Context: an optimization exercise on an open-source flow, tuned for small area, a short achievable clock period and few clock cycles. The choices shown serve that exercise and are no tape-out recipe. At most, simulation tests tie the RTL to the original design; equivalence was not proved. No functional check of the RTL was part of runs 1 to 4. Power is estimated from default activity; no workload was simulated.

==> flow/run.sh <==
#!/bin/bash
# The standard layout, with the port buffers made of the smallest buffer cell instead of
# the flow's default delay buffer, and a clock tree of smaller buffers without dummy loads.
# Each tool's output goes to its own log in the work folder.
set -euo pipefail
export BUFFER_PORTS_ARGS="-buffer_cell sky130_fd_sc_hd__buf_1"
export CTS_ARGS="-sink_clustering_enable -repair_clock_nets -dont_use_dummy_load -buf_list {sky130_fd_sc_hd__clkbuf_4 sky130_fd_sc_hd__clkbuf_8}"
bash standard.sh finish > standard_make.log 2>&1
==> standard.sh <==
#!/bin/bash
# synth_recipe.tcl (not shown) runs the flow's synth.tcl, then flattens the netlist and writes it again
# the make line also repeats each setting of config.mk as NAME=value (left out here)
make -C /OpenROAD-flow-scripts/flow DESIGN_CONFIG=/design/flow/config.mk WORK_HOME=/design/flow/orfs CLKGATE_MAP_FILE= SYNTH_SCRIPT=/design/flow/synth_recipe.tcl "${@:-finish}"
==> config.mk <==
export PLATFORM = sky130hd
export DESIGN_NAME = sha2_blk_unpack
export DESIGN_NICKNAME = sha2_blk_unpack
export VERILOG_FILES = /design/flow/design.v
export SDC_FILE = /design/flow/constraint.sdc
export NUM_CORES = 4
export LEC_CHECK = 0
export CAP_MARGIN = 20
export CORE_MARGIN = 2
export CORE_UTILIZATION = 50
export PLACE_DENSITY = 0.65
export SETUP_SLACK_MARGIN = 3.1
export SLEW_MARGIN = 20
==> constraint.sdc <==
create_clock -name core_clock -period 6.0 [get_ports {clk}]
set_input_delay 1.2000 -clock core_clock [delete_from_list [all_inputs] [get_ports {clk}]]
set_output_delay 1.2000 -clock core_clock [all_outputs]
set_load 0.01 [all_outputs]
==> design.v <==
package sha2_pkg;
  localparam int REG_W   = 64;
  localparam int REG_CNT = 8;
  localparam int DEC_W   = 3;
  localparam int BLK_W   = REG_W * REG_CNT;
  localparam logic [63:0] SHA2_PAD_WORD = 64'h8000_0000_0000_0000;
  typedef enum logic [1:0] {
    IDLE = 2'd0,
    CHK  = 2'd1,
    SEND = 2'd2
  } state_t;
endpackage
module sha2_pad_chk #(
  parameter int reg_w   = sha2_pkg::REG_W,
  parameter int reg_cnt = sha2_pkg::REG_CNT,
  parameter int dec_w   = sha2_pkg::DEC_W
) (
  input  logic [reg_cnt*reg_w-1:0]  blk,
  input  logic [reg_w-dec_w-7:0]    bcnt,
  output logic                      ok,
  output logic [dec_w-1:0]          p
);
  localparam int LW = $clog2(reg_w);
  localparam int NW = reg_cnt - 1;
  logic [reg_w-1:0] len;
  logic [NW-1:0]    z, t;       
  logic             pad_ok;
  always_comb begin
    len = blk[(reg_cnt-1)*reg_w +: reg_w];
    p   = len[LW +: dec_w];
    for (int i = 0; i < NW; i++) begin
      z[i] = (blk[i*reg_w +: reg_w-1] == '0);
      t[i] = blk[i*reg_w + reg_w-1];
    end
    pad_ok = (p != dec_w'(NW));
    for (int i = 0; i < NW; i++)
      if (!(p > dec_w'(i)) && !(z[i] && (t[i] == (p == dec_w'(i))))) pad_ok = 1'b0;
    ok = pad_ok && (len[LW-1:0] == '0) && (len[reg_w-1:LW+dec_w] == bcnt);
  end
endmodule
module sha2_blk_unpack #(
  parameter int reg_w   = sha2_pkg::REG_W,
  parameter int reg_cnt = sha2_pkg::REG_CNT,
  parameter int dec_w   = sha2_pkg::DEC_W
) (
  input  logic                     clk,
  input  logic                     rst,
  input  logic [reg_cnt*reg_w-1:0] blk,
  input  logic                     blk_vld,
  input  logic                     blk_last,
  output logic                     blk_rdy,
  output logic [reg_w-1:0]         pkt,
  output logic                     pkt_vld,
  input  logic                     pkt_rdy,
  output logic [dec_w-1:0]         idx,
  output logic                     msg_done,
  output logic                     len_err
);
  localparam int CW = reg_w - dec_w - 6;    
  logic [(reg_cnt-1)*reg_w-1:0] buf_q;      
  logic                         ld, ld_n;   
  logic                         ld_d;
  logic [dec_w-1:0]             lst;        
  logic                         fin;        
  logic [CW-1:0]                bcnt;       
  logic [CW-1:0]                bc_t;       
  logic                         pend, pend_err;
  logic                         ra_q, rb_q, rb_ok;    
  logic                         chk_ok;
  logic [dec_w-1:0]             chk_p;
  logic                         take, acc, imm, ra, rb;
  logic [reg_cnt-1:0]           sel;        
  sha2_pad_chk #(.reg_w(reg_w), .reg_cnt(reg_cnt), .dec_w(dec_w)) u_chk (
    .blk  (blk),
    .bcnt (bcnt),
    .ok   (chk_ok),
    .p    (chk_p)
  );
  assign blk_rdy = !rst && pkt_rdy && ld;
  assign acc     = blk_vld && blk_rdy;
  assign take    = pkt_vld && pkt_rdy;
  assign imm     = blk_last && !(chk_ok && chk_p != '0);    
  assign ra      = take && ld && fin;                       
  assign rb      = acc && imm;                              
  always_comb begin
    for (int k = 0; k < reg_cnt; k++) sel[k] = (idx == dec_w'(k-1));
    bc_t[0] = 1'b1;
    for (int i = 1; i < CW; i++) bc_t[i] = bc_t[i-1] & bcnt[i-1];
  end
  logic [reg_w-1:0] pkt_d;
  logic             s_hold, s_blk;
  logic [reg_cnt-1:1] s_buf;
  always_comb begin
    s_hold = !pkt_rdy;
    s_blk  = pkt_rdy && ld;
    for (int k = 1; k < reg_cnt; k++) s_buf[k] = pkt_rdy && !ld && sel[k];
    pkt_d = ({reg_w{s_hold}} & pkt) | ({reg_w{s_blk}} & blk[0 +: reg_w]);
    for (int k = 1; k < reg_cnt; k++)
      pkt_d = pkt_d | ({reg_w{s_buf[k]}} & buf_q[(k-1)*reg_w +: reg_w]);
  end
  always_comb begin
    if (rst) ld_d = 1'b1;
    else if (acc) ld_d = blk_last && chk_p <= dec_w'(1);    
    else if (take && !ld) ld_d = idx == lst - dec_w'(1);
    else ld_d = ld || !pkt_vld;
  end
  always_ff @(posedge clk) begin
    pkt <= pkt_d;
    for (int k = 1; k < reg_cnt; k++)
      buf_q[(k-1)*reg_w +: reg_w] <= (({reg_w{ld}} & blk[k*reg_w +: reg_w]) |
                                      ({reg_w{ld_n}} & buf_q[(k-1)*reg_w +: reg_w]));
    ld   <= ld_d;
    ld_n <= !ld_d;
    if (acc) begin
      idx <= '0;
      lst <= blk_last ? chk_p - dec_w'(1) : dec_w'(reg_cnt-1);
      fin <= blk_last;
    end else if (take && !ld) begin
      idx <= idx + 1'b1;
    end
    if (rst) begin
      pkt_vld  <= 1'b0;
      msg_done <= 1'b0;
      len_err  <= 1'b0;
      pend     <= 1'b0;
      pend_err <= 1'b0;
      ra_q     <= 1'b0;
      rb_q     <= 1'b0;
      rb_ok    <= 1'b0;
      bcnt     <= '0;
    end else begin
      if (acc) pkt_vld <= !imm;
      else if (take && ld) pkt_vld <= 1'b0;
      bcnt <= (acc && blk_last) ? '0 : bcnt ^ (bc_t & {CW{acc}});
      ra_q     <= ra;
      rb_q     <= rb;
      rb_ok    <= chk_ok;
      msg_done <= pend ? !pend_err : (ra_q || (rb_q && rb_ok));
      len_err  <= pend ? pend_err  : (!ra_q && rb_q && !rb_ok);
      pend     <= rb_q && (pend || ra_q);
      pend_err <= !rb_ok;
    end
  end
endmodule
==> metrics.yaml, run 1 <==
worst_setup_path:
  critPathCaptureType: "flip-flop"
  start_kind: "input port"
  rr_endpoint: "pkt[44]$_DFF_P_"
  cp_max_fo: 2
  required_ns: 6.56
  reg2regPathDepth: 7
  crit_type: "in -> reg"
  arrival_ns: 3.61
  r2r-start: "ld$_DFF_P_"
  crit_path_start: "blk[144]"
  r2r_slack_ns: 3.09
global_routing:
  antenna_found_initial: 19
  met1_usage: 0.572
  grt_first_pass_wirelength_mm: 147
  grt_use_met2: 0.655
  use_met3: 0.118
  top_usage_layer: "met2"
  grt_pass1_vias: 20900
  grt_usage: 0.433
  grt-ovfl-total: 0
  grt_max_degree: 178
yosys:
  synth_most_common_cell: "dfxtp_1"
  ys_seq_area_frac: 0.517
  synth.area.top_cells: "dfxtp_1, a22o_1, a22oi_1, nor4_1, clkbuf_1"
  synthesis.area_sq_um: 22700
  synth_seq_cells: 584
  synthCells: 2197
  synthFlopType: "dfxtp_1"
  synth-edff-count: 4
  synth_top_cell_by_area: "dfxtp_1"
  ys_types: 44
  yosysWarnings: 2
  syn-num-nets: 2726
  async_reset_ff_frac: 0
  syn_avg_cell_area_sq_um: 10.3
  synth_top_area_share: 0.512
  synth_common_cells: "dfxtp_1, a22o_1, clkbuf_1"
sta:
  min_period_ns: 3.05
  max_freq_mhz: 328
  maxSlewHeadroom: 0.225
  setup_viol: 0
  drv_slew: 0
  final.setup.tns_ns: 0
  rsz0062_at_grt: "true"
  fin_crit_sh: 0.509
  finalHoldViolations: 0
  worst_pin_slew_ns: 1.16
  skew_ns: 0.0414
floorplanning:
  rows: 78
  die_w_microns: 217
  chipHeight_microns: 217
  core-area_sq_um: 45100
  io_pins: 588
  start_util: 0.503
  fp.dieArea_sq_um: 47100
final_layout:
  stdcell_area_sq_um: 27200
  drive_gt1_frac: 0.0716
  fin_util: 0.603
  final_net_count: 3268
  n_fill_cell: 3992
  area_growth_pct: 19.9
power_and_ir_drop:
  comb_power_share: 0.108
  swShare: 0.269
  seq_power_share: 0.537
  powerDensity_nw_per_um2: 297
  intPower_w: 0.00591
  net-switching-power_w: 0.00217
  power_frac_clock: 0.354
  ir_worst_vdd_uv: 232
  leakage_nw: 9.85
clock_tree:
  cts.path.max_buffers: 3
  cts.reportedPaths.clkPinSlew_ns: 0.07
  cts.sinks: 584
  cts_max_level: 3
  cts-root-buf: "clkbuf_8"
  numCtsBuffers: 95
  hold_buffers: 0
  cts_tree: "built"
  clock_latency_ns: 0.69
drt:
  drtIter0Drc: 3268
  drc: 0
  postRouteAntennaNets: 0
  routed_wl_mm: 106
  via_per_inst: 6.73
  first_pass_iters: 6
  routed-via-count: 22500
  post_drt_wl_per_cell_microns: 31.8
worst_hold_path:
  hold_path.class: "reg -> reg"
  hold-path-cell-count: 1
  min_to: "pend_err$_SDFF_PP0_"
  min_from: "rb_ok$_SDFF_PP0_"
run_status:
  outcome: "no timing/DRC/antenna violations"
placed_design:
  dpl.hpwl_mm: 79.7
  io_buffers: 587
  dpl-instance-area_sq_um: 25300
  gp_congestion: 1.02
run:
  maxCapViolCount: 0
==> power by group through the flow <==
stage	Combinational (W)	Sequential, W	Clock, W
finish	0.000876	0.00434	0.00286
global route	0.000912	0.00436	0.00303
CTS	0.000836	0.00434	0.00285
detailed placement	0.000806	0.00441	0
global placement	0.000798	0.00441	0
floorplan	0.000379	0.00436	0
==> cell type report <==
class	instances	area (sq um)	area share
Timing Repair Buffer	626	2740	0.101
Antenna cell	10	25.0	0.000920
Tap cell	600	751	0.0276
Sequential cell	584	11700	0.432
Clock buffer	95	1310	0.0481
Multi-Input combinational cell	1412	10600	0.388
Inverter	20	75.1	0.00276
==> sequential cells by signal (all words and copies together) (netlist names), 3 cells and up <==
name and count:
idx 3, bcnt 55, pkt 64, lst 3, buf_q 448
==> critical path, cell delays in order <==
cell and delay (ns):
buf_1 0.09, nor4_1 0.79, nand4_1 0.30, nor4_1 0.23
nand4_1 0.25, a31oi_1 0.31, nand4_1 0.16, nor3_1 0.28
==> routing by layer <==
metal / vias up / wire, microns
li1: 9665 / -
met1: 10900 / 41000
met2: 1663 / 46000
met3: 278 / 13300
met4: 22 / 5910
met5: - / 133
==> worst max-delay path by stage <==
stage,to,slack [ns],cells after the start
after global routing,pkt[44]$_DFF_P_,3.05,7
after detailed placement,rb_ok$_SDFF_PP0_,1.74,8
after CTS,blk_rdy,2.94,5
final,rb_ok$_SDFF_PP0_,2.95,8
after floorplan,bcnt[46]$_SDFF_PP0_,3.09,10
after global placement,blk_rdy,1.79,5
==> metrics by stage <==
step | hold WS (ns) | setup slack (ns) | std cells | power (W)
global route | 0.457 | 3.05 | 3343 | 0.00830
finish | 0.441 | 2.95 | 3347 | 0.00808
CTS | 0.429 | 2.94 | 3328 | 0.00802
floorplan | 0.393 | 3.09 | 2197 | 0.00474
detailed placement | 0.442 | 1.74 | 3227 | 0.00522
global placement | 0.448 | 1.79 | 3227 | 0.00521
==> placed cells by master, fill, tap and decap left out, types with 10 or more instances in the layout <==
master,n
a21oi_1,15
a221oi_1,63
a22o_1,512
a22oi_1,131
buf_1,583
buf_4,23
clkbuf_8,97
dfxtp_1,578
diode_2,10
ha_1,12
inv_1,20
nand2_1,102
nand3_1,84
nand4_1,53
nor2_1,57
nor3_1,13
nor4_1,91
nor4_2,26
o21ai_0,72
xnor2_1,46
xor2_1,54
==> cell families (layout without fill, tap and decap cells) <==
logic type / after synthesis / in the layout / synth area share
buffers and inverters: 201 / 741 / 0.0338
XOR/XNOR: 105 / 105 / 0.0405
adder cells (fa/ha/maj): 12 / 12 / 0.00662
other: 0 / 10 / 0
flip-flops: 584 / 584 / 0.517
AND/OR/NAND/NOR: 486 / 486 / 0.112
AO/OA/AOI/OAI: 809 / 809 / 0.290
==> repair_timing <==
| action | 4_1_cts | 5_1_grt |
|---|---|---|
| endpoints found under the setup margin | 104 | 46 |
| hold endpoints to repair | 0 | 0 |
| gates resized for setup | 35 | 26 |
| setup buffers | 1 | 8 |
| cloned | 5 | 0 |
| pin swaps | 1 | 5 |
==> run 2, diff against run 1 <==
--- a/flow/run.sh
+++ b/flow/run.sh
@@ -5,4 +5,4 @@
 set -euo pipefail
 export BUFFER_PORTS_ARGS="-buffer_cell sky130_fd_sc_hd__buf_1"
-export CTS_ARGS="-sink_clustering_enable -repair_clock_nets -dont_use_dummy_load -buf_list {sky130_fd_sc_hd__clkbuf_4 sky130_fd_sc_hd__clkbuf_8}"
+export CTS_ARGS="-sink_clustering_enable -repair_clock_nets -dont_use_dummy_load -buf_list {sky130_fd_sc_hd__clkbuf_4 sky130_fd_sc_hd__clkbuf_8} -sink_clustering_size 20"
 bash standard.sh finish > standard_make.log 2>&1
==> metrics.yaml, run 2 <==
run_status:
  outcome: "no timing/DRC/antenna violations"
sta:
  skew_ns: 0.0414  # unchanged
  setup_viol: 0  # unchanged
  finalHoldViolations: 0  # unchanged
  maxSlewHeadroom: 0.225  # unchanged
  final.setup.tns_ns: 0  # unchanged
  min_period_ns: 3.05  # unchanged
  rsz0062_at_grt: "true"
  max_freq_mhz: 328  # unchanged
  worst_slack_ns: 2.95  # unchanged
  drv_slew: 0  # unchanged
  fin_crit_sh: 0.509  # unchanged
  worst_pin_slew_ns: 1.16  # unchanged
floorplanning:
  io_pins: 588  # unchanged
  fp.dieArea_sq_um: 47100  # unchanged
  rows: 78  # unchanged
  chipHeight_microns: 217  # unchanged
  die_w_microns: 217  # unchanged
  core-area_sq_um: 45100  # unchanged
  start_util: 0.503  # unchanged
drt:
  first_pass_iters: 6  # unchanged
  drtIter0Drc: 3268  # unchanged
  post_drt_wl_per_cell_microns: 31.8  # unchanged
  postRouteAntennaNets: 0  # unchanged
  via_per_inst: 6.73  # unchanged
  drc: 0  # unchanged
  routed-via-count: 22500  # unchanged
  routed_wl_mm: 106  # unchanged
placed_design:
  place_ws_ns: 1.74  # unchanged
  gp_congestion: 1.02  # unchanged
  io_buffers: 587  # unchanged
  dpl.cell_count: 3227  # unchanged
  dpl.hpwl_mm: 79.7  # unchanged
yosys:
  synth_most_common_cell: "dfxtp_1"
  async_reset_ff_frac: 0  # unchanged
  synth-edff-count: 4  # unchanged
  synthesis.area_sq_um: 22700  # unchanged
  syn-num-nets: 2726  # unchanged
  synth.area.top_cells: "dfxtp_1, a22o_1, a22oi_1, nor4_1, clkbuf_1"
  synth_top_area_share: 0.512  # unchanged
  synth_common_cells: "dfxtp_1, a22o_1, clkbuf_1"
  synthCells: 2197  # unchanged
  ys_types: 44  # unchanged
  ys_seq_area_frac: 0.517  # unchanged
  synth_top_cell_by_area: "dfxtp_1"
  synthFlopType: "dfxtp_1"
  synth_seq_cells: 584  # unchanged
  yosysWarnings: 2  # unchanged
  syn_avg_cell_area_sq_um: 10.3  # unchanged
final_layout:
  final_common_cell: "buf_1"
  layout_common_cells: "buf_1, dfxtp_1, a22o_1"
  final_cells: 3347  # unchanged
  drive_gt1_frac: 0.0716  # unchanged
  final_net_count: 3268  # unchanged
  area_growth_pct: 19.9  # unchanged
  top_regs: "buf_q: 448 flops, pkt: 64 flops, bcnt: 55 flops"
  largest_reg_flops: 448  # unchanged
  max_flop_register: "buf_q"
power_and_ir_drop:
  comb_power_share: 0.108  # about the same
  ir_worst_vdd_uv: 232  # unchanged
  total_power_w: 0.00808  # unchanged
  powerDensity_nw_per_um2: 297  # unchanged
  net-switching-power_w: 0.00217  # unchanged
  leakage_nw: 9.85  # unchanged
  intPower_w: 0.00591  # unchanged
  swShare: 0.269  # unchanged
  seq_power_share: 0.537  # about the same
  power_frac_clock: 0.354  # about the same
clock_tree:
  cts-root-buf: "clkbuf_8"
  cts_tree: "built"
  cts_max_level: 3  # unchanged
  cts.reportedPaths.clkPinSlew_ns: 0.07  # about the same
  clock_latency_ns: 0.69  # about the same
  cts.sinks: 584  # unchanged
  hold_buffers: 0  # unchanged
  numCtsBuffers: 95  # unchanged
  cts.path.max_buffers: 3  # unchanged
worst_setup_path:
  required_ns: 6.56  # about the same
  start_kind: "input port"
  critPathCaptureType: "flip-flop"
  crit_type: "in -> reg"
  arrival_ns: 3.61  # about the same
  cp_max_fo: 2  # unchanged
  reg2regPathDepth: 7  # unchanged
global_routing:
  grt_max_degree: 178  # unchanged
  grt_usage: 0.433  # unchanged
  antenna_found_initial: 19  # unchanged
  grt_first_pass_wirelength_mm: 147  # unchanged
  grt-ovfl-total: 0  # unchanged
  grt_pass1_vias: 20900  # unchanged
run:
  maxCapViolCount: 0  # unchanged
worst_hold_path:
  hold_path.class: "reg -> reg"
  hold-path-cell-count: 1  # unchanged
-- run 2: cell counts in the layout (fill, tap and decap cells not counted) --
No cell type changed its count.
-- run 2: power by group through the flow --
stage | logic, W | clock network [W] | registers [W]
final | 0.000876 | 0.00286 | 0.00434
after CTS | 0.000836 | 0.00285 | 0.00434
after global routing | 0.000912 | 0.00303 | 0.00436
after global placement | 0.000798 | 0 | 0.00441
after floorplan | 0.000379 | 0 | 0.00436
after detailed placement | 0.000806 | 0 | 0.00441
-- run 2: final timing paths --
kind	end	startpoint	slack (ns)
min reg2reg	pend_err$_SDFF_PP0_	rb_ok$_SDFF_PP0_	0.44
min	pend_err$_SDFF_PP0_	rb_ok$_SDFF_PP0_	0.44
max	rb_ok$_SDFF_PP0_	blk[144]	2.95
max reg2reg	pkt[44]$_DFF_P_	ld$_DFF_P_	3.09
-- run 2: stage by stage --
stage	util	hold WS, ns	cell area, sq um
4_1_cts	0.597	0.429	26900
5_1_grt	0.603	0.457	27200
6_report	0.603	0.441	27200
3_5_place_dp	0.561	0.442	25300
3_3_place_gp	0.560	0.448	25300
2_1_floorplan	-	0.393	22700
-- run 2: repair_timing --
item,in CTS,in global routing
gates resized for setup,35,26
setup buffers,1,8
setup endpoints to repair,104,46
cloned,5,0
pin swaps,1,5
endpoints found under the hold margin,0,0
-- run 2: worst max-delay path, stage by stage --
cell and delay, ns:
buf_1 0.09, nor4_1 0.79, nand4_1 0.30, nor4_1 0.23, nand4_1 0.25, a31oi_1 0.31, nand4_1 0.16, nor3_1 0.28
-- run 2: cell families after synthesis --
family | count (synthesis) | synth area share
buffers and inverters | 201 | 0.0338
and+or+nand+nor | 486 | 0.112
DFF | 584 | 0.517
xor gates and xnor gates | 105 | 0.0405
AOI/OAI and AO/OA | 809 | 0.290
adders and majority gates | 12 | 0.00662
-- run 2: layout make-up --
cell class | count | area [sq um]
fillers | 3992 | 17900
flip-flops and latches | 584 | 11700
multi-input cells | 1412 | 10600
repair buffers | 626 | 2740
clock buffers | 95 | 1310
well taps | 600 | 751
inverters | 20 | 75.1
diodes | 10 | 25.0
-- run 2: metal layers --
metal  global-route usage  part of all wire  vias to the layer above
met1                0.572              0.39                    10900
met3                0.118              0.13                      278
met4                0.214             0.056                       22
met2                0.655              0.43                     1663
met5                    0            0.0013                        -
li1                     -                 -                     9665
==> run 3, diff against run 2 <==
--- a/flow/run.sh
+++ b/flow/run.sh
@@ -5,4 +5,4 @@
 set -euo pipefail
 export BUFFER_PORTS_ARGS="-buffer_cell sky130_fd_sc_hd__buf_1"
-export CTS_ARGS="-sink_clustering_enable -repair_clock_nets -dont_use_dummy_load -buf_list {sky130_fd_sc_hd__clkbuf_4 sky130_fd_sc_hd__clkbuf_8} -sink_clustering_size 20"
+export CTS_ARGS="-sink_clustering_enable -repair_clock_nets -dont_use_dummy_load -buf_list {sky130_fd_sc_hd__clkbuf_4 sky130_fd_sc_hd__clkbuf_8} -sink_clustering_size 16 -sink_clustering_max_diameter 60"
 bash standard.sh finish > standard_make.log 2>&1
--- a/config.mk
+++ b/config.mk
@@ -10,4 +10,4 @@
 export CORE_UTILIZATION = 50
 export PLACE_DENSITY = 0.65
-export SETUP_SLACK_MARGIN = 3.1
+export SETUP_SLACK_MARGIN = 3.05
 export SLEW_MARGIN = 20
==> metrics.yaml, run 3 <==
run_status:
  outcome: "no timing/DRC/antenna violations"
placed_design:
  place_ws_ns: 1.69  # -0.0488 ns
  dpl.hpwl_mm: 76.7  # -3.7%
  dpl.cell_count: 3227  # unchanged
  io_buffers: 587  # unchanged
  gp_congestion: 1.01  # -1.8%
sta:
  max_freq_mhz: 328  # +0.10%
  skew_ns: 0.0321  # -0.00931 ns
  min_period_ns: 3.05  # -0.00317 ns
  final.setup.tns_ns: 0  # unchanged
  maxSlewHeadroom: 0.160  # -0.0648
  worst_slack_ns: 2.95  # +0.00317 ns
  worst_pin_slew_ns: 1.26  # +0.0972 ns
  drv_slew: 0  # unchanged
  finalHoldViolations: 0  # unchanged
  rsz0062_at_grt: "true"
  setup_viol: 0  # unchanged
  fin_crit_sh: 0.508  # -0.000528
clock_tree:
  cts.sinks: 584  # unchanged
  cts.reportedPaths.clkPinSlew_ns: 0.11  # +0.04 ns
  hold_buffers: 0  # unchanged
  cts_max_level: 2  # -1
  cts-root-buf: "clkbuf_8"
  clock_latency_ns: 0.67  # -0.02 ns
  cts.path.max_buffers: 3  # unchanged
  numCtsBuffers: 46  # -52%
  cts_tree: "built"
worst_setup_path:
  cp_max_fo: 2  # unchanged
  arrival_ns: 3.60  # about the same
  start_kind: "input port"
  critPathCaptureType: "flip-flop"
  crit_type: "in -> reg"
  required_ns: 6.55  # about the same
yosys:
  yosys.area_share.simple: 0.112  # unchanged
  synth_most_common_cell: "dfxtp_1"
  synthFlopType: "dfxtp_1"
  async_reset_ff_frac: 0  # unchanged
  synth-edff-count: 4  # unchanged
  synth_mux_area_frac: 0  # unchanged
  synth_compound_area_frac: 0.290  # unchanged
  yosysWarnings: 2  # unchanged
  ys_seq_area_frac: 0.517  # unchanged
  synth_top_family_by_area: "compound AO/OA/AOI/OAI gates"
  synth-xor-area-share: 0.0405  # unchanged
  synth_top_cell_by_area: "dfxtp_1"
  synth_top_area_share: 0.512  # unchanged
  ys_types: 44  # unchanged
  synthesis.area_sq_um: 22700  # unchanged
  synthCells: 2197  # unchanged
  synth_seq_cells: 584  # unchanged
  synth_common_cells: "dfxtp_1, a22o_1, clkbuf_1"
  synth.area.top_cells: "dfxtp_1, a22o_1, a22oi_1, nor4_1, clkbuf_1"
  syn-num-nets: 2726  # unchanged
  syn_avg_cell_area_sq_um: 10.3  # unchanged
  synth_fa_ha_area_frac: 0.00662  # unchanged
final_layout:
  layout_common_cells: "buf_1, dfxtp_1, a22o_1"
  max_flop_register: "buf_q"
  seqCellArea_sq_um: 11700  # unchanged
  n_fill_cell: 4126  # +3.4%
  final_net_count: 3222  # -1.4%
  area_growth_pct: 16.8
  multi_input_area_sq_um: 10500  # -0.81%
  largest_reg_flops: 448  # unchanged
  final_common_cell: "buf_1"
  drive_gt1_frac: 0.0487  # -0.0229
  top_regs: "buf_q: 448 flops, pkt: 64 flops, bcnt: 55 flops"
  final_cells: 3304  # -1.3%
drt:
  postRouteAntennaNets: 0  # unchanged
  drtIter0Drc: 2835  # -13%
  drc: 0  # unchanged
  routed_wl_mm: 103  # -3.2%
  first_pass_iters: 6  # unchanged
  routed-via-count: 22200  # -1.2%
  post_drt_wl_per_cell_microns: 31.2  # -2.0%
  via_per_inst: 6.73  # about the same
floorplanning:
  fp.dieArea_sq_um: 47100  # unchanged
  chipHeight_microns: 217  # unchanged
  io_pins: 588  # unchanged
  core-area_sq_um: 45100  # unchanged
  rows: 78  # unchanged
  start_util: 0.503  # unchanged
  die_w_microns: 217  # unchanged
power_and_ir_drop:
  ir_worst_vdd_uv: 190  # -18%
  power_frac_clock: 0.277  # -0.077
  seq_power_share: 0.603  # +0.066
  powerDensity_nw_per_um2: 271  # -9.0%
  comb_power_share: 0.120  # +0.012
  intPower_w: 0.00520  # -12%
  net-switching-power_w: 0.00197  # -9.4%
  leakage_nw: 9.51  # -3.4%
  swShare: 0.275  # +0.00587
global_routing:
  grt_max_degree: 234  # +31%
  antenna_found_initial: 15  # -4
  grt-ovfl-total: 0  # unchanged
  grt_first_pass_wirelength_mm: 142  # -3.4%
  grt_pass1_vias: 19900  # -4.5%
  grt_usage: 0.417  # -0.0160
run:
  maxCapViolCount: 0  # unchanged
worst_hold_path:
  hold_path.class: "reg -> reg"
run 3: cell counts after synthesis:
Identical to the previous run, type by type.
run 3: path summary, 6_finish.rpt:
path / startpoint / endpoint / slack, ns / cells after the start
worst min-delay path: rb_ok$_SDFF_PP0_ / pend_err$_SDFF_PP0_ / 0.40 / 1
worst min register to register: rb_ok$_SDFF_PP0_ / pend_err$_SDFF_PP0_ / 0.40 / 1
worst max register to register: ld$_DFF_P_ / pkt[39]$_DFF_P_ / 3.07 / 8
worst max-delay path: blk[338] / rb_ok$_SDFF_PP0_ / 2.95 / 8
run 3: critical path: stages:
cell and delay, ns:
buf_1 0.14, nor4_1 0.82, nand4_1 0.18, nor4_1 0.35, nand2_1 0.13, a221oi_1 0.36
nand4_1 0.18, nor3_1 0.25
run 3: stage by stage:
step                      area (sq um)  total power [W]  utilization  hold slack (ns)
after floorplan                  22700          0.00474            -            0.393
after detailed placement         25300          0.00520        0.560            0.421
after global routing             26500          0.00736        0.587            0.410
after CTS                        26300          0.00712        0.584            0.408
after global placement           25200          0.00519        0.560            0.403
final                            26500          0.00717        0.588            0.398
run 3: routing by layer:
layer / track usage / share of wire / vias up
li1: - / - / 9585
met1: 0.588 / 0.41 / 10900
met2: 0.606 / 0.43 / 1542
met3: 0.0846 / 0.11 / 234
met4: 0.210 / 0.052 / 8
met5: 0 / 0.00053 / -
run 3: cell type report:
| class | instances | area share |
|---|---|---|
| sequential | 584 | 0.443 |
| multi-input combinational | 1413 | 0.395 |
| timing repair buffer | 628 | 0.105 |
| tap | 600 | 0.0283 |
| clock buffer | 46 | 0.0239 |
| inverter | 20 | 0.00283 |
| antenna | 13 | 0.00123 |
run 3: logic make-up after synthesis:
kind of cell | Yosys count
compound gates | 809
xor+xnor | 105
fa+ha+maj | 12
buf+inv | 201
flops | 584
simple gates | 486
run 3: what timing repair did:
| item | 4_1_cts | 5_1_grt |
|---|---|---|
| hold endpoints to repair | 0 | 0 |
| buffers inserted | 8 | 2 |
| pin swaps | 3 | 1 |
| endpoints found under the setup margin | 95 | 20 |
| cloned | 6 | 2 |
| gates resized for setup | 33 | 15 |
run 3: power groups by stage:
stage / logic, W / registers, W / clock network, W
CTS: 0.000834 / 0.00431 / 0.00197
detailed placement: 0.000793 / 0.00440 / 0
global placement: 0.000785 / 0.00440 / 0
global route: 0.000901 / 0.00434 / 0.00211
finish: 0.000863 / 0.00432 / 0.00198
floorplan: 0.000378 / 0.00436 / 0
==> run 4, diff against run 3 <==
--- a/config.mk
+++ b/config.mk
@@ -10,4 +10,4 @@
 export CORE_UTILIZATION = 50
 export PLACE_DENSITY = 0.65
-export SETUP_SLACK_MARGIN = 3.05
+export SETUP_SLACK_MARGIN = 2.95
 export SLEW_MARGIN = 20
==> metrics.yaml, run 4 <==
run_status:
  outcome: "no timing/DRC/antenna violations"
power_and_ir_drop:
  total_power_w: 0.00723  # +0.89%
  leakage_nw: 9.48  # -0.31%
  power_frac_clock: 0.281  # +0.004
  intPower_w: 0.00522  # +0.51%
  swShare: 0.278  # +0.00270
  ir_worst_vdd_uv: 182  # -4.2%
  seq_power_share: 0.599  # -0.004
  comb_power_share: 0.120  # about the same
  net-switching-power_w: 0.00201  # +1.9%
  powerDensity_nw_per_um2: 274  # +1.2%
sta:
  worst_slack_ns: 2.84  # -0.114 ns
  setup_viol: 0  # unchanged
  maxSlewHeadroom: 0.177  # +0.0167
  final.setup.tns_ns: 0  # unchanged
  worst_pin_slew_ns: 1.22  # -0.0364 ns
  max_freq_mhz: 316  # -3.6%
  drv_slew: 0  # unchanged
  skew_ns: 0.0589  # +0.0268 ns
  finalHoldViolations: 0  # unchanged
  fin_crit_sh: 0.527  # +0.0190
  min_period_ns: 3.16  # +0.114 ns
  rsz0062_at_grt: "false"
global_routing:
  grt_first_pass_wirelength_mm: 146  # +2.8%
  grt_pass1_vias: 20800  # +4.3%
  antenna_found_initial: 18  # +3
  grt-ovfl-total: 0  # unchanged
  grt_max_degree: 150  # -36%
  grt_usage: 0.428  # +0.0110
clock_tree:
  numCtsBuffers: 48  # +4.3%
  cts_tree: "built"
  cts.reportedPaths.clkPinSlew_ns: 0.09  # -0.02 ns
  cts_max_level: 2  # unchanged
  hold_buffers: 0  # unchanged
  cts.sinks: 584  # unchanged
  clock_latency_ns: 0.69  # +0.02 ns
  cts.path.max_buffers: 3  # unchanged
  cts-root-buf: "clkbuf_8"
placed_design:
  dpl-instance-area_sq_um: 25300  # +0.12%
  dpl.hpwl_mm: 78.5  # +2.3%
  gp_congestion: 1.01  # +0.57%
  io_buffers: 587  # unchanged
  place_ws_ns: 1.68  # -0.0104 ns
yosys:
  synth_top_cell_by_area: "dfxtp_1"
  ys_seq_area_frac: 0.517  # unchanged
  yosysWarnings: 2  # unchanged
  synth_fa_ha_area_frac: 0.00662  # unchanged
  synthesis.area_sq_um: 22700  # unchanged
  syn-num-nets: 2726  # unchanged
  ys_types: 44  # unchanged
  yosys.area_share.simple: 0.112  # unchanged
  syn_avg_cell_area_sq_um: 10.3  # unchanged
  synth_top_area_share: 0.512  # unchanged
  synth_top_family_by_area: "compound AO/OA/AOI/OAI gates"
  synthFlopType: "dfxtp_1"
  synth_most_common_cell: "dfxtp_1"
  synth_common_cells: "dfxtp_1, a22o_1, clkbuf_1"
  synthCells: 2197  # unchanged
  synth-xor-area-share: 0.0405  # unchanged
  synth_seq_cells: 584  # unchanged
  async_reset_ff_frac: 0  # unchanged
  synth_mux_area_frac: 0  # unchanged
  synth-edff-count: 4  # unchanged
  synth_compound_area_frac: 0.290  # unchanged
  synth.area.top_cells: "dfxtp_1, a22o_1, a22oi_1, nor4_1, clkbuf_1"
floorplanning:
  chipHeight_microns: 217  # unchanged
  io_pins: 588  # unchanged
  fp.dieArea_sq_um: 47100  # unchanged
  rows: 78  # unchanged
  start_util: 0.503  # unchanged
  core-area_sq_um: 45100  # unchanged
  die_w_microns: 217  # unchanged
final_layout:
  n_fill_cell: 4091  # -0.85%
  max_flop_register: "buf_q"
  top_regs: "buf_q: 448 flops, pkt: 64 flops, bcnt: 55 flops"
  fin_util: 0.586  # -0.00186
  seqCellArea_sq_um: 11700  # unchanged
  multi_input_area_sq_um: 10400  # -0.94%
  largest_reg_flops: 448  # unchanged
  drive_gt1_frac: 0.0443  # -0.00443
  final_net_count: 3220  # -0.062%
  layout_common_cells: "buf_1, dfxtp_1, a22o_1"
  stdcell_area_sq_um: 26400  # -0.32%
  final_common_cell: "buf_1"
  area_growth_pct: 16.4
worst_setup_path:
  crit_path_start: "blk[13]"
  critPathCaptureType: "flip-flop"
  required_ns: 6.57  # +0.02 ns
  start_kind: "input port"
  crit_type: "in -> reg"
  r2r-start: "idx[0]$_SDFFE_PP0P_"
  cp_max_fo: 2  # unchanged
  arrival_ns: 3.74  # +0.14 ns
run:
  maxCapViolCount: 0  # unchanged
drt:
  post_drt_wl_per_cell_microns: 31.9  # +2.2%
  first_pass_iters: 5  # -1
  drtIter0Drc: 3053  # +7.7%
  via_per_inst: 6.70  # -0.45%
  postRouteAntennaNets: 0  # unchanged
  routed_wl_mm: 105  # +2.2%
  routed-via-count: 22100  # -0.45%
  drc: 0  # unchanged
worst_hold_path:
  hold_path.class: "reg -> reg"
  min_from: "buf_q[94]$_DFF_P_"
==> run 4: area by class of cell <==
type / count / area share
repair buffers: 625 / 0.105
multi-input cells: 1412 / 0.393
inverters: 20 / 0.00284
clock buffers: 48 / 0.0250
well taps: 600 / 0.0284
flip-flops and latches: 584 / 0.445
diodes: 15 / 0.00142
==> run 4: path summary, 6_finish.rpt <==
check	end	slack [ns]	cells after the start
setup / recovery	rb_ok$_SDFF_PP0_	2.84	7
setup reg to reg	pkt[49]$_DFF_P_	3.26	8
hold / removal	pkt[30]$_DFF_P_	0.47	2
hold reg to reg	pkt[30]$_DFF_P_	0.47	2
==> run 4: worst max-delay path, cell delays in order <==
cell and delay (ns):
buf_1 0.09, nor4_1 1.03, nand4_1 0.34, or4_1 0.59
nand3_1 0.16, nand4_1 0.13, nor3_1 0.20
==> run 4: cells by family (layout without fill, tap and decap cells) <==
group / Yosys count / after routing
other: 0 / 15
DFF: 584 / 584
buffers and inverters: 201 / 693
AOI/OAI and AO/OA: 809 / 809
and+or+nand+nor: 486 / 486
adders and majority gates: 12 / 12
xor gates and xnor gates: 105 / 105
==> run 4: power by group through the flow <==
stage / logic (W) / registers (W) / clock network (W)
finish: 0.000869 / 0.00433 / 0.00203
global route: 0.000906 / 0.00435 / 0.00216
CTS: 0.000840 / 0.00432 / 0.00202
detailed placement: 0.000808 / 0.00441 / 0
global placement: 0.000798 / 0.00440 / 0
floorplan: 0.000378 / 0.00436 / 0
==> run 4: per-stage QoR <==
stage	hold WS [ns]	cells
after global routing	0.478	3298
final	0.470	3304
after detailed placement	0.453	3230
after floorplan	0.393	2197
after global placement	0.452	3230
after CTS	0.463	3288
==> run 4: what timing repair did <==
item                                    CTS  global route
cloned                                    7             1
pin swaps                                 1             1
endpoints found under the setup margin  137             9
resized for setup                        18            12
setup buffers                             3             0
==> run 4: metal layers <==
metal	up-vias	routed length (microns)	track usage
met5	-	43	0
met4	8	6600	0.241
met3	289	12700	0.123
met2	1590	44900	0.630
met1	10700	41000	0.564
li1	9573	-	-
==> run 5, diff against run 4 <==
--- a/design.v
+++ b/design.v
@@ -70,5 +70,4 @@
   logic [dec_w-1:0]             chk_p;
   logic                         take, acc, imm, ra, rb;
-  logic [reg_cnt-1:0]           sel;        
   sha2_pad_chk #(.reg_w(reg_w), .reg_cnt(reg_cnt), .dec_w(dec_w)) u_chk (
     .blk  (blk),
@@ -83,6 +82,7 @@
   assign ra      = take && ld && fin;                       
   assign rb      = acc && imm;                              
+  logic [reg_cnt-1:1] nx, nx_d;              
+  always_ff @(posedge clk) nx <= nx_d;
   always_comb begin
-    for (int k = 0; k < reg_cnt; k++) sel[k] = (idx == dec_w'(k-1));
     bc_t[0] = 1'b1;
     for (int i = 1; i < CW; i++) bc_t[i] = bc_t[i-1] & bcnt[i-1];
@@ -94,5 +94,5 @@
     s_hold = !pkt_rdy;
     s_blk  = pkt_rdy && ld;
-    for (int k = 1; k < reg_cnt; k++) s_buf[k] = pkt_rdy && !ld && sel[k];
+    for (int k = 1; k < reg_cnt; k++) s_buf[k] = pkt_rdy && nx[k];
     pkt_d = ({reg_w{s_hold}} & pkt) | ({reg_w{s_blk}} & blk[0 +: reg_w]);
     for (int k = 1; k < reg_cnt; k++)
@@ -104,4 +104,11 @@
     else if (take && !ld) ld_d = idx == lst - dec_w'(1);
     else ld_d = ld || !pkt_vld;
+  end
+  logic [dec_w-1:0] idx_d;
+  always_comb begin
+    idx_d = idx;
+    if (acc) idx_d = '0;
+    else if (take && !ld) idx_d = idx + 1'b1;
+    for (int k = 1; k < reg_cnt; k++) nx_d[k] = !ld_d && idx_d == dec_w'(k-1);
   end
   always_ff @(posedge clk) begin
--- a/config.mk
+++ b/config.mk
@@ -10,4 +10,4 @@
 export CORE_UTILIZATION = 50
 export PLACE_DENSITY = 0.65
-export SETUP_SLACK_MARGIN = 2.95
+export SETUP_SLACK_MARGIN = 3.1
 export SLEW_MARGIN = 20
==> metrics.yaml, run 5 <==
run_status:
  outcome: "no timing/DRC/antenna violations"
placed_design:
  dpl.hpwl_mm: 77.9  # -0.83%
  gp_congestion: 1.00  # -1.1%
  io_buffers: 587  # unchanged
final_layout:
  max_flop_register: "buf_q"
  layout_common_cells: "dfxtp_1, buf_1, a22o_1"
  fin_util: 0.585  # about the same
  drive_gt1_frac: 0.0533  # +0.00906
  largest_reg_flops: 448  # unchanged
  final_net_count: 3134  # -2.7%
  area_growth_pct: 15.1
  top_regs: "buf_q: 448 flops, pkt: 64 flops, bcnt: 55 flops"
  final_common_cell: "dfxtp_1"
sta:
  finalHoldViolations: 0  # unchanged
  skew_ns: 0.0476  # -0.0113 ns
  fin_crit_sh: 0.517  # -0.0101
  drv_slew: 0  # unchanged
  worst_pin_slew_ns: 1.16  # -0.0598 ns
  max_freq_mhz: 322  # +2.0%
  setup_viol: 0  # unchanged
  maxSlewHeadroom: 0.224  # +0.0474
  final.setup.tns_ns: 0  # unchanged
  min_period_ns: 3.10  # -0.0608 ns
  timing.hold.ws_ns: 0.457  # -0.0138 ns
  rsz0062_at_grt: "false"
worst_setup_path:
  reg2regPathDepth: 3  # -5
  crit_top_cell: "nor4_4"
  slowest_delay_ns: 0.79  # -0.24 ns
  start_kind: "input port"
  worst-path-buf-inv: 1  # unchanged
  crit_family: "simple AND/OR/NAND/NOR gates"
  required_ns: 6.59  # +0.02 ns
  arrival_ns: 3.70  # -0.04 ns
  critPathCaptureType: "flip-flop"
  crit_chain: "buf_1 -> nor4_1 -> nand4_1 -> nor4_4 -> a31oi_1 -> nor4_4 -> a41o_1 -> a32o_1"
  critical_path.slowest_cell: "nor4_1"
  cp_num_cells: 8  # +1
  crit_type: "in -> reg"
  cp_max_fo: 3  # +1
floorplanning:
  die_w_microns: 217  # -0.18%
  chipHeight_microns: 217  # -0.18%
  rows: 77  # -1.3%
  start_util: 0.509  # +0.00575
  core-area_sq_um: 44400  # -1.5%
  fp.dieArea_sq_um: 46900  # -0.36%
  io_pins: 588  # unchanged
yosys:
  synthCells: 2132  # -3.0%
  syn-num-nets: 2657  # -2.5%
  synthFlopType: "dfxtp_1"
  synth_common_cells: "dfxtp_1, a22o_1, nand2_1"
  async_reset_ff_frac: 0  # unchanged
  syn_avg_cell_area_sq_um: 10.6  # +2.7%
  yosysWarnings: 2  # unchanged
  ys_seq_area_frac: 0.525  # +0.00812
  synth.area.top_cells: "dfxtp_1, a22o_1, a22oi_1, nor4_1, a222oi_1"
  ys_types: 59  # +34%
  synth_seq_cells: 591  # +1.2%
  synth_top_cell_by_area: "dfxtp_1"
  synth_top_area_share: 0.520  # +0.00810
  synth-edff-count: 4  # unchanged
  synthesis.area_sq_um: 22600  # -0.37%
  synth_most_common_cell: "dfxtp_1"
power_and_ir_drop:
  net-switching-power_w: 0.00198  # -1.2%
  swShare: 0.275  # -0.00262
  ir_worst_vdd_uv: 198  # +8.7%
  powerDensity_nw_per_um2: 277  # +1.3%
  leakage_nw: 9.81  # +3.5%
  total_power_w: 0.00721  # -0.27%
  intPower_w: 0.00523  # about the same
  power_frac_clock: 0.276  # -0.005
  comb_power_share: 0.117  # -0.003
  seq_power_share: 0.607  # +0.008
clock_tree:
  numCtsBuffers: 46  # -4.2%
  cts.path.max_buffers: 3  # unchanged
  hold_buffers: 0  # unchanged
  clock_latency_ns: 0.67  # -0.02 ns
  cts-root-buf: "clkbuf_8"
  cts_tree: "built"
  cts_max_level: 2  # unchanged
  cts.sinks: 591  # +1.2%
  cts.reportedPaths.clkPinSlew_ns: 0.10  # about the same
worst_hold_path:
  hold-path-cell-count: 1  # -1
  hold_path.class: "reg -> reg"
global_routing:
  antenna_found_initial: 8  # -10
  grt_max_degree: 144  # -4.0%
  grt_usage: 0.417  # -0.0113
  grt_pass1_vias: 20200  # -3.0%
  grt_first_pass_wirelength_mm: 142  # -3.0%
  grt-ovfl-total: 0  # unchanged
drt:
  via_per_inst: 6.70  # about the same
  routed-via-count: 21500  # -3.1%
  drtIter0Drc: 2987  # -2.2%
  post_drt_wl_per_cell_microns: 31.9  # +0.26%
  drc: 0  # unchanged
  first_pass_iters: 10  # +5
  routed_wl_mm: 102  # -2.8%
  postRouteAntennaNets: 0  # unchanged
run:
  maxCapViolCount: 0  # unchanged
## run 5: final timing paths
| path | start | slack [ns] | endpoint |
|---|---|---|---|
| setup / recovery | blk[176] | 2.90 | pkt_vld$_SDFFE_PP0P_ |
| hold reg to reg | pend_err$_SDFF_PP0_ | 0.46 | msg_done$_SDFF_PP0_ |
| hold / removal | pend_err$_SDFF_PP0_ | 0.46 | msg_done$_SDFF_PP0_ |
| setup reg to reg | ld$_DFF_P_ | 3.24 | buf_q[343]$_DFF_P_ |
## run 5: power groups by stage
stage	registers (W)	logic (W)	clock network, W
2_1_floorplan	0.00441	0.000376	0
3_3_place_gp	0.00445	0.000793	0
3_5_place_dp	0.00446	0.000800	0
4_1_cts	0.00437	0.000818	0.00199
5_1_grt	0.00440	0.000882	0.00213
6_report	0.00437	0.000846	0.00199
## run 5: per-layer routing
layer	part of all wire	wire (microns)	track usage	vias up
met2	0.47	47600	0.684	1342
met4	0.061	6220	0.219	8
li1	-	-	-	9350
met3	0.098	10000	0.0989	264
met1	0.38	38400	0.509	10500
met5	0.00055	56	0	-
## run 5: layout make-up
class | instances | area, sq um
sequential | 591 | 11900
fill | 3962 | 18400
multi-input combinational | 1343 | 10200
timing repair buffer | 610 | 2440
clock buffer | 46 | 633
inverter | 17 | 63.8
tap | 592 | 741
antenna | 3 | 7.51
## run 5: cell families (layout without fill, tap and decap cells)
| logic type | Yosys count | in the layout | synth area share |
|---|---|---|---|
| compound gates | 749 | 749 | 0.283 |
| buf+inv | 198 | 673 | 0.0355 |
| xor+xnor | 105 | 105 | 0.0407 |
| simple gates | 480 | 480 | 0.111 |
| other cells | 0 | 3 | 0 |
| fa+ha+maj | 8 | 8 | 0.00443 |
| mux | 1 | 1 | 0.000443 |
| flops | 591 | 591 | 0.525 |
## run 5: per-stage QoR
stage	cell area, sq um	setup slack (ns)	std cells
floorplan	22600	3.08	2132
global placement	25000	1.63	3151
detailed placement	25000	1.90	3151
CTS	25800	3.01	3199
global route	26000	3.02	3199
finish	26000	2.90	3202
## run 5: worst reg2reg max path, cell delays in order (launching register included)
cell,delay (ns)
dfxtp_4,0.62
buf_6,0.76
buf_4,0.93
a22o_1,0.40
## run 5: repair_timing
item	4_1_cts	5_1_grt
pin swaps	1	10
hold endpoints to repair	0	0
gates resized for setup	25	26
setup endpoints to repair	274	25
buffers inserted	2	0
Testbench counts of run 5, summed over its fixed seeds: cycles 5,527.
==> run 6, diff against run 5 <==
--- a/config.mk
+++ b/config.mk
@@ -10,4 +10,4 @@
 export CORE_UTILIZATION = 50
 export PLACE_DENSITY = 0.65
-export SETUP_SLACK_MARGIN = 3.1
+export SETUP_SLACK_MARGIN = 3.35
 export SLEW_MARGIN = 20
==> metrics.yaml, run 6 <==
final_layout:
  multi_input_area_sq_um: 10600  # +3.4%
  seqCellArea_sq_um: 11900  # unchanged
  layout_common_cells: "dfxtp_1, buf_1, a22o_1"
  largest_reg_flops: 448  # unchanged
  fin_util: 0.598  # +0.0130
  n_fill_cell: 3954  # -0.20%
  final_net_count: 3142  # +0.26%
  max_flop_register: "buf_q"
  final_common_cell: "dfxtp_1"
  top_regs: "buf_q: 448 flops, pkt: 64 flops, bcnt: 55 flops"
  final_cells: 3214  # +0.37%
  area_growth_pct: 17.6
  drive_gt1_frac: 0.0776  # +0.0243
global_routing:
  grt_pass1_vias: 20600  # +2.2%
  grt_first_pass_wirelength_mm: 144  # +1.4%
  grt_usage: 0.421  # +0.00410
  grt-ovfl-total: 0  # unchanged
  grt_max_degree: 207  # +44%
  antenna_found_initial: 11  # +3
yosys:
  async_reset_ff_frac: 0  # unchanged
  synth.area.top_cells: "dfxtp_1, a22o_1, a22oi_1, nor4_1, a222oi_1"
  synth_top_area_share: 0.520  # unchanged
  ys_types: 59  # unchanged
  synth_most_common_cell: "dfxtp_1"
  syn_avg_cell_area_sq_um: 10.6  # unchanged
  yosysWarnings: 2  # unchanged
  synthesis.area_sq_um: 22600  # unchanged
  synthCells: 2132  # unchanged
  synth_common_cells: "dfxtp_1, a22o_1, nand2_1"
  ys_seq_area_frac: 0.525  # unchanged
  synth_top_cell_by_area: "dfxtp_1"
  synth-edff-count: 4  # unchanged
  synthFlopType: "dfxtp_1"
  synth_seq_cells: 591  # unchanged
  syn-num-nets: 2657  # unchanged
drt:
  routed-via-count: 21800  # +1.5%
  first_pass_iters: 9  # -1
  via_per_inst: 6.77  # +1.1%
  drc: 0  # unchanged
  drtIter0Drc: 2924  # -2.1%
  routed_wl_mm: 104  # +1.5%
  postRouteAntennaNets: 0  # unchanged
  post_drt_wl_per_cell_microns: 32.3  # +1.1%
run_status:
  outcome: "no timing/DRC/antenna violations"
sta:
  rsz0062_at_grt: "true"
  worst_slack_ns: 3.05  # +0.152 ns
  worst_pin_slew_ns: 1.04  # -0.128 ns
  max_freq_mhz: 339  # +5.1%
  maxSlewHeadroom: 0.310  # +0.0854
  fin_crit_sh: 0.492  # -0.0253
  finalHoldViolations: 0  # unchanged
  timing.hold.ws_ns: 0.476  # +0.0199 ns
  drv_slew: 0  # unchanged
  skew_ns: 0.0516  # +0.00398 ns
  final.setup.tns_ns: 0  # unchanged
  min_period_ns: 2.95  # -0.152 ns
  setup_viol: 0  # unchanged
clock_tree:
  cts-root-buf: "clkbuf_8"
  cts_tree: "built"
  numCtsBuffers: 46  # unchanged
  cts.path.max_buffers: 3  # unchanged
  hold_buffers: 0  # unchanged
  cts.reportedPaths.clkPinSlew_ns: 0.08  # -0.02 ns
  clock_latency_ns: 0.67  # about the same
  cts.sinks: 591  # unchanged
  cts_max_level: 2  # unchanged
worst_setup_path:
  start_kind: "input port"
  arrival_ns: 3.52  # -0.18 ns
  crit_type: "in -> reg"
  critPathCaptureType: "flip-flop"
  required_ns: 6.57  # -0.02 ns
  cp_max_fo: 3  # unchanged
floorplanning:
  start_util: 0.509  # unchanged
  chipHeight_microns: 217  # unchanged
  core-area_sq_um: 44400  # unchanged
  die_w_microns: 217  # unchanged
  rows: 77  # unchanged
  io_pins: 588  # unchanged
  fp.dieArea_sq_um: 46900  # unchanged
placed_design:
  gp_congestion: 1.04  # +4.3%
  io_buffers: 587  # unchanged
  dpl.cell_count: 3151  # unchanged
  place_ws_ns: 1.82  # -0.0771 ns
  dpl.hpwl_mm: 77.9  # about the same
run:
  maxCapViolCount: 0  # unchanged
power_and_ir_drop:
  ir_worst_vdd_uv: 226  # +14%
  powerDensity_nw_per_um2: 273  # -1.4%
  leakage_nw: 10.0  # +2.1%
worst_hold_path:
  hold_path.class: "reg -> reg"
==> run 6: cell counts after synthesis <==
No cell type changed its count.
==> run 6: what timing repair did <==
item,4_1_cts,5_1_grt
gates cloned,0,0
buffers inserted,10,0
resized for setup,76,86
pin swaps,23,26
endpoints found under the setup margin,312,78
==> run 6: layout make-up <==
| type | instances | share of cell area |
|---|---|---|
| timing repair buffer | 618 | 0.100 |
| tap | 592 | 0.0279 |
| multi-input combinational | 1343 | 0.398 |
| inverter | 17 | 0.00240 |
| clock buffer | 46 | 0.0238 |
| sequential | 591 | 0.447 |
| antenna | 7 | 0.000659 |
==> run 6: report_power, final <==
group | switching (W) | internal [W] | total, W
registers | 0.000181 | 0.00419 | 0.00438
logic | 0.000519 | 0.000364 | 0.000883
clock network | 0.00132 | 0.000689 | 0.00201
total | 0.00202 | 0.00525 | 0.00727
==> run 6: path summary, 6_finish.rpt <==
path | from | end | slack (ns) | cells after the start
min reg2reg | buf_q[262]$_DFF_P_ | buf_q[262]$_DFF_P_ | 0.48 | 1
min | buf_q[262]$_DFF_P_ | buf_q[262]$_DFF_P_ | 0.48 | 1
max reg2reg | bcnt[50]$_SDFF_PP0_ | pkt_vld$_SDFFE_PP0P_ | 3.48 | 7
max | blk[487] | pkt_vld$_SDFFE_PP0P_ | 3.05 | 7
==> run 6: layer usage <==
layer  part of all wire  track usage
met3               0.11        0.103
met4              0.059        0.227
met1               0.37        0.517
met5            0.00051            0
met2               0.46        0.682
==> run 6: cell families after synthesis <==
| logic type | Yosys count | share of synthesized area |
|---|---|---|
| buf+inv | 198 | 0.0355 |
| fa+ha+maj | 8 | 0.00443 |
| mux | 1 | 0.000443 |
| simple gates | 480 | 0.111 |
| flops | 591 | 0.525 |
| compound gates | 749 | 0.283 |
| xor+xnor | 105 | 0.0407 |
==> run 6: through the flow <==
step           area [sq um]  power [W]
3_3_place_gp          25100    0.00524
6_report              26600    0.00727
4_1_cts               26200    0.00719
2_1_floorplan         22700    0.00479
5_1_grt               26600    0.00745
3_5_place_dp          25100    0.00526
==> run 6: worst max-delay path, stage by stage <==
cell	delay [ns]
buf_1	0.36
inv_1	0.08
a2111oi_0	0.64
nand4_1	0.22
nor4_2	0.60
a41o_1	0.28
a32o_1	0.13
==> run 7, diff against run 6 <==
==> flow/run.sh (replaced) <==
#!/bin/bash
# The standard layout with three changes to how it is made:
#  - the port buffers are the smallest buffer cell instead of the flow's default delay buffer;
#  - the clock tree uses smaller buffers in larger clusters, without dummy loads;
#  - the pins of the one input-to-output path (rst, pkt_rdy -> blk_rdy) are placed side by side.
# Each tool's output goes to its own log in the work folder.
set -euo pipefail
export BUFFER_PORTS_ARGS="-buffer_cell sky130_fd_sc_hd__buf_1"
export CTS_ARGS="-sink_clustering_enable -repair_clock_nets -dont_use_dummy_load -buf_list {sky130_fd_sc_hd__clkbuf_4 sky130_fd_sc_hd__clkbuf_8} -sink_clustering_size 16 -sink_clustering_max_diameter 60"
export PRE_IO_PLACEMENT_TCL="$(pwd)/flow/io_pins.tcl"
bash standard.sh finish > standard_make.log 2>&1
==> flow/io_pins.tcl (new file) <==
# Keep the pins of the combinational path rst/pkt_rdy -> blk_rdy next to each other.
set_io_pin_constraint -group -order -pin_names {pkt_rdy rst blk_rdy}
--- a/config.mk
+++ b/config.mk
@@ -10,4 +10,4 @@
 export CORE_UTILIZATION = 50
 export PLACE_DENSITY = 0.65
-export SETUP_SLACK_MARGIN = 3.35
+export SETUP_SLACK_MARGIN = 3.5
 export SLEW_MARGIN = 20
==> metrics.yaml, run 7 <==
run_status:
  outcome: "no timing/DRC/antenna violations"
global_routing:
  grt_use_met2: 0.676  # -0.00609
  met1_usage: 0.513  # -0.00482
  grt_first_pass_wirelength_mm: 142  # -1.3%
  grt_usage: 0.415  # -0.00565
  top_usage_layer: "met2"
  grt-ovfl-total: 0  # unchanged
  use_met3: 0.0994  # -0.00379
  antenna_found_initial: 9  # -2
  grt_pass1_vias: 20400  # -1.2%
  grt_max_degree: 215  # +3.9%
sta:
  min_period_ns: 2.88  # -0.0703 ns
  worst_pin_slew_ns: 1.14  # +0.100 ns
  finalHoldViolations: 0  # unchanged
  max_freq_mhz: 347  # +2.4%
  drv_slew: 0  # unchanged
  final.setup.tns_ns: 0  # unchanged
  maxSlewHeadroom: 0.243  # -0.0670
  setup_viol: 0  # unchanged
  fin_crit_sh: 0.480  # -0.0117
  skew_ns: 0.0311  # -0.0206 ns
  rsz0062_at_grt: "true"
power_and_ir_drop:
  comb_power_share: 0.121  # about the same
  power_frac_clock: 0.274  # -0.002
  leakage_nw: 10.0  # +0.35%
  swShare: 0.276  # -0.00217
  powerDensity_nw_per_um2: 273  # about the same
  intPower_w: 0.00523  # -0.24%
  net-switching-power_w: 0.00199  # -1.3%
  total_power_w: 0.00723  # -0.54%
  ir_worst_vdd_uv: 189  # -16%
  seq_power_share: 0.605  # +0.003
placed_design:
  gp_congestion: 1.04  # -0.17%
  dpl.hpwl_mm: 76.3  # -2.0%
  io_buffers: 587  # unchanged
  dpl-instance-area_sq_um: 25100  # about the same
drt:
  postRouteAntennaNets: 0  # unchanged
  routed-via-count: 21700  # -0.23%
  drtIter0Drc: 3083  # +5.4%
  routed_wl_mm: 102  # -1.3%
  drc: 0  # unchanged
  via_per_inst: 6.76  # -0.19%
  post_drt_wl_per_cell_microns: 31.9  # -1.2%
  first_pass_iters: 7  # -2
worst_setup_path:
  start_kind: "input port"
  crit_type: "in -> reg"
  cp_max_fo: 3  # unchanged
  required_ns: 6.61  # +0.04 ns
  arrival_ns: 3.49  # -0.03 ns
  critPathCaptureType: "flip-flop"
final_layout:
  layout_common_cells: "dfxtp_1, buf_1, a22o_1"
  stdcell_area_sq_um: 26400  # -0.53%
  area_growth_pct: 17.0
  max_flop_register: "buf_q"
  top_regs: "buf_q: 448 flops, pkt: 64 flops, bcnt: 55 flops"
  drive_gt1_frac: 0.0806  # +0.00297
  largest_reg_flops: 448  # unchanged
  fin_util: 0.595  # -0.00316
  final_net_count: 3145  # +0.095%
  final_common_cell: "dfxtp_1"
floorplanning:
  chipHeight_microns: 217  # unchanged
  fp.dieArea_sq_um: 46900  # unchanged
  io_pins: 588  # unchanged
  start_util: 0.509  # unchanged
  die_w_microns: 217  # unchanged
  rows: 77  # unchanged
  core-area_sq_um: 44400  # unchanged
clock_tree:
  cts.path.max_buffers: 3  # unchanged
  clock_latency_ns: 0.68  # about the same
  cts-root-buf: "clkbuf_8"
  cts.reportedPaths.clkPinSlew_ns: 0.11  # +0.03 ns
  hold_buffers: 0  # unchanged
  cts_tree: "built"
  numCtsBuffers: 45  # -2.2%
  cts.sinks: 591  # unchanged
  cts_max_level: 2  # unchanged
yosys:
  synth_most_common_cell: "dfxtp_1"
  ys_types: 59  # unchanged
  async_reset_ff_frac: 0  # unchanged
  synthesis.area_sq_um: 22600  # unchanged
  synth-edff-count: 4  # unchanged
  synthCells: 2132  # unchanged
  synthFlopType: "dfxtp_1"
  yosysWarnings: 2  # unchanged
  synth_top_area_share: 0.520  # unchanged
  synth.area.top_cells: "dfxtp_1, a22o_1, a22oi_1, nor4_1, a222oi_1"
  synth_seq_cells: 591  # unchanged
  synth_top_cell_by_area: "dfxtp_1"
  syn-num-nets: 2657  # unchanged
  synth_common_cells: "dfxtp_1, a22o_1, nand2_1"
  ys_seq_area_frac: 0.525  # unchanged
  syn_avg_cell_area_sq_um: 10.6  # unchanged
worst_hold_path:
  hold_path.class: "reg -> reg"
run:
  maxCapViolCount: 0  # unchanged
==> run 7: cell counts after synthesis <==
Identical to the previous run, type by type.
==> run 7: what timing repair did <==
action | 4_1_cts | 5_1_grt
pin swaps | 23 | 9
resized for setup | 112 | 39
buffers inserted | 5 | 10
gates cloned | 0 | 1
endpoints found under the setup margin | 341 | 225
==> run 7: cell families after synthesis <==
family                     count (synthesis)  share of synthesized area
AOI/OAI and AO/OA                        749                      0.283
xor gates and xnor gates                 105                     0.0407
adders and majority gates                  8                    0.00443
buffers and inverters                    198                     0.0355
DFF                                      591                      0.525
muxes                                      1                   0.000443
and+or+nand+nor                          480                      0.111
==> run 7: final cells by class <==
class                           instances  area [sq um]
Clock buffer                           45           619
Antenna cell                            3          7.51
Multi-Input combinational cell       1344         10400
Tap cell                              592           741
Sequential cell                       591         11900
Timing Repair Buffer                  621          2680
Inverter                               17          65.1
Fill cell                            3947         18000
==> run 7: metal layers <==
layer	vias up	share of wire	wire (microns)
li1	9362	-	-
met1	10600	0.37	37900
met2	1455	0.47	47800
met3	257	0.10	10700
met4	14	0.059	6070
met5	-	0.00081	83
==> run 7: path summary, 6_finish.rpt <==
| check | start | end | slack, ns | cells after the start |
|---|---|---|---|---|
| min | buf_q[189]$_DFF_P_ | buf_q[189]$_DFF_P_ | 0.48 | 1 |
| max | blk[5] | pkt_vld$_SDFFE_PP0P_ | 3.12 | 8 |
| max reg2reg | ld$_DFF_P_ | buf_q[294]$_DFF_P_ | 3.56 | 4 |
| min reg2reg | buf_q[189]$_DFF_P_ | buf_q[189]$_DFF_P_ | 0.48 | 1 |
==> run 7: stage by stage <==
stage	hold slack [ns]	std cells	worst slack, ns
2_1_floorplan	0.393	2132	3.08
3_3_place_gp	0.452	3148	1.48
3_5_place_dp	0.453	3148	1.61
4_1_cts	0.478	3198	3.20
5_1_grt	0.487	3211	3.17
6_report	0.480	3213	3.12
==> run 7: worst max-delay path: stages <==
cell,delay [ns]
buf_1,0.14
nor4_4,0.59
nand4_1,0.35
or4_4,0.51
and3_4,0.18
nor4_4,0.19
a41o_1,0.22
a32o_1,0.12
==> run 7: power groups by stage <==
stage	clock network, W	logic [W]	registers [W]
after detailed placement	0	0.000803	0.00445
after CTS	0.00197	0.000842	0.00436
final	0.00198	0.000877	0.00437
after global placement	0	0.000794	0.00445
after global routing	0.00212	0.000914	0.00439
after floorplan	0	0.000376	0.00441
==> run 8, diff against run 7 <==
--- a/config.mk
+++ b/config.mk
@@ -10,4 +10,4 @@
 export CORE_UTILIZATION = 50
 export PLACE_DENSITY = 0.65
-export SETUP_SLACK_MARGIN = 3.5
+export SETUP_SLACK_MARGIN = 3.2
 export SLEW_MARGIN = 20
==> metrics.yaml, run 8 <==
run_status:
  outcome: "no timing/DRC/antenna violations"
drt:
  via_per_inst: 6.74  # -0.28%
  first_pass_iters: 8  # +1
  routed_wl_mm: 102  # about the same
  drc: 0  # unchanged
  routed-via-count: 21600  # -0.44%
  drtIter0Drc: 3057  # -0.84%
  post_drt_wl_per_cell_microns: 31.9  # about the same
final_layout:
  max_flop_register: "buf_q"
  stdcell_area_sq_um: 26100  # -1.5%
  final_common_cell: "dfxtp_1"
  final_net_count: 3140  # -0.16%
  largest_reg_flops: 448  # unchanged
  area_growth_pct: 15.3
placed_design:
  io_buffers: 587  # unchanged
  dpl-instance-area_sq_um: 25000  # -0.17%
  dpl.hpwl_mm: 76.6  # +0.38%
  gp_congestion: 1.01  # -2.6%
worst_setup_path:
  arrival_ns: 3.62  # +0.13 ns
  crit_type: "in -> reg"
  crit_family: "simple AND/OR/NAND/NOR gates"
  start_kind: "input port"
  worst-path-buf-inv: 1  # unchanged
  crit_path_start: "blk[36]"
  cp_max_fo: 3  # unchanged
  critical_path.slowest_cell: "nor4_1"
  critPathCaptureType: "flip-flop"
  slowest_delay_ns: 0.61  # +0.02 ns
power_and_ir_drop:
  ir_worst_vdd_uv: 203  # +7.4%
  powerDensity_nw_per_um2: 278  # +1.6%
  leakage_nw: 9.87  # -1.8%
floorplanning:
  rows: 77  # unchanged
  die_w_microns: 217  # unchanged
  start_util: 0.509  # unchanged
  chipHeight_microns: 217  # unchanged
  core-area_sq_um: 44400  # unchanged
  fp.dieArea_sq_um: 46900  # unchanged
yosys:
  yosysWarnings: 2  # unchanged
  synth_mux_area_frac: 0.000443  # unchanged
  synth_top_family_by_area: "compound AO/OA/AOI/OAI gates"
  synth_top_cell_by_area: "dfxtp_1"
  synth-edff-count: 4  # unchanged
  synth_most_common_cell: "dfxtp_1"
  syn_avg_cell_area_sq_um: 10.6  # unchanged
  synth_top_area_share: 0.520  # unchanged
  yosys.area_share.simple: 0.111  # unchanged
  async_reset_ff_frac: 0  # unchanged
  synth_seq_cells: 591  # unchanged
  synth_fa_ha_area_frac: 0.00443  # unchanged
  synth_common_cells: "dfxtp_1, a22o_1, nand2_1"
  synth_compound_area_frac: 0.283  # unchanged
sta:
  skew_ns: 0.0671  # +0.0360 ns
  max_freq_mhz: 328  # -5.7%
  fin_crit_sh: 0.509  # +0.0288
  min_period_ns: 3.05  # +0.173 ns
  rsz0062_at_grt: "true"
  setup_viol: 0  # unchanged
  drv_slew: 0  # unchanged
global_routing:
  grt_max_degree: 221  # +2.8%
  antenna_found_initial: 9  # unchanged
clock_tree:
  numCtsBuffers: 47  # +4.4%
  cts_tree: "built"
  cts.reportedPaths.clkPinSlew_ns: 0.10  # about the same
  cts-root-buf: "clkbuf_8"
  cts.path.max_buffers: 3  # unchanged
  clock_latency_ns: 0.65  # -0.03 ns
  hold_buffers: 0  # unchanged
  cts_max_level: 2  # unchanged
worst_hold_path:
  hold_path.class: "reg -> reg"
  min_from: "buf_q[329]$_DFF_P_"
run:
  maxCapViolCount: 0  # unchanged
==> run 8: path summary, 6_finish.rpt <==
path | endpoint | slack [ns] | depth (start not counted)
worst max-delay path | pkt_vld$_SDFFE_PP0P_ | 2.95 | 8
worst min-delay path | pkt[9]$_DFF_P_ | 0.46 | 2
worst max register to register | buf_q[102]$_DFF_P_ | 3.31 | 3
worst min register to register | pkt[9]$_DFF_P_ | 0.46 | 2
==> run 8: final cells by class <==
cell class | instances | area (sq um) | share of cell area
Tap cell | 592 | 741 | 0.0284
Multi-Input combinational cell | 1344 | 10200 | 0.392
Antenna cell | 3 | 7.51 | 0.000288
Timing Repair Buffer | 614 | 2500 | 0.0960
Sequential cell | 591 | 11900 | 0.456
Inverter | 17 | 65.1 | 0.00250
Clock buffer | 47 | 647 | 0.0248
==> run 8: worst reg2reg max path: cells and delay by family, from the launching register on <==
family / cells / cell delay (ns)
AO/OA/AOI/OAI: 1 / 0.37
buffers and inverters: 2 / 1.72
flip-flops: 1 / 0.58
==> run 8: timing repair <==
item	4_1_cts	5_1_grt
pin swaps	5	9
gates cloned	0	1
setup buffers	6	1
setup endpoints to repair	295	25
gates resized for setup	45	21
==> run 8: layer usage <==
layer  vias up  routed length, microns  global-route usage
met5         -                      71                   0
met4        10                    5390               0.192
met3       239                   10700              0.0844
met2      1466                   47800               0.685
met1     10500                   38400               0.522
li1       9371                       -                   -
==> run 8: report_power, final <==
group	switching (W)	leakage, nW	total [W]	internal, W
Combinational	0.000502	4.57	0.000854	0.000351
Sequential	0.000179	4.96	0.00437	0.00419
Clock	0.00130	0.338	0.00200	0.000702
Total	0.00198	9.87	0.00723	0.00525
==> run 8: cell families after synthesis <==
family / after synthesis
AND/OR/NAND/NOR: 480
XOR/XNOR: 105
buffers and inverters: 198
flip-flops: 591
adder cells (fa/ha/maj): 8
multiplexers: 1
AO/OA/AOI/OAI: 749
==> run 8: through the flow <==
| step | util | hold slack [ns] | power, W | worst slack (ns) | instances |
|---|---|---|---|---|---|
| floorplan | - | 0.393 | 0.00479 | 3.08 | 2132 |
| global placement | 0.563 | 0.452 | 0.00524 | 1.57 | 3150 |
| detailed placement | 0.563 | 0.453 | 0.00525 | 1.64 | 3150 |
| CTS | 0.585 | 0.461 | 0.00719 | 3.11 | 3203 |
| global route | 0.586 | 0.483 | 0.00743 | 3.02 | 3206 |
| finish | 0.587 | 0.459 | 0.00723 | 2.95 | 3208 |

Check on run 8: ideal ports give 2.947 ns setup slack; a clkbuf_16 on the clock port and buf_2 on the inputs give 2.968 ns; moving port delays by the midpoint clock arrival (0.691 ns) as well gives 2.278 ns.
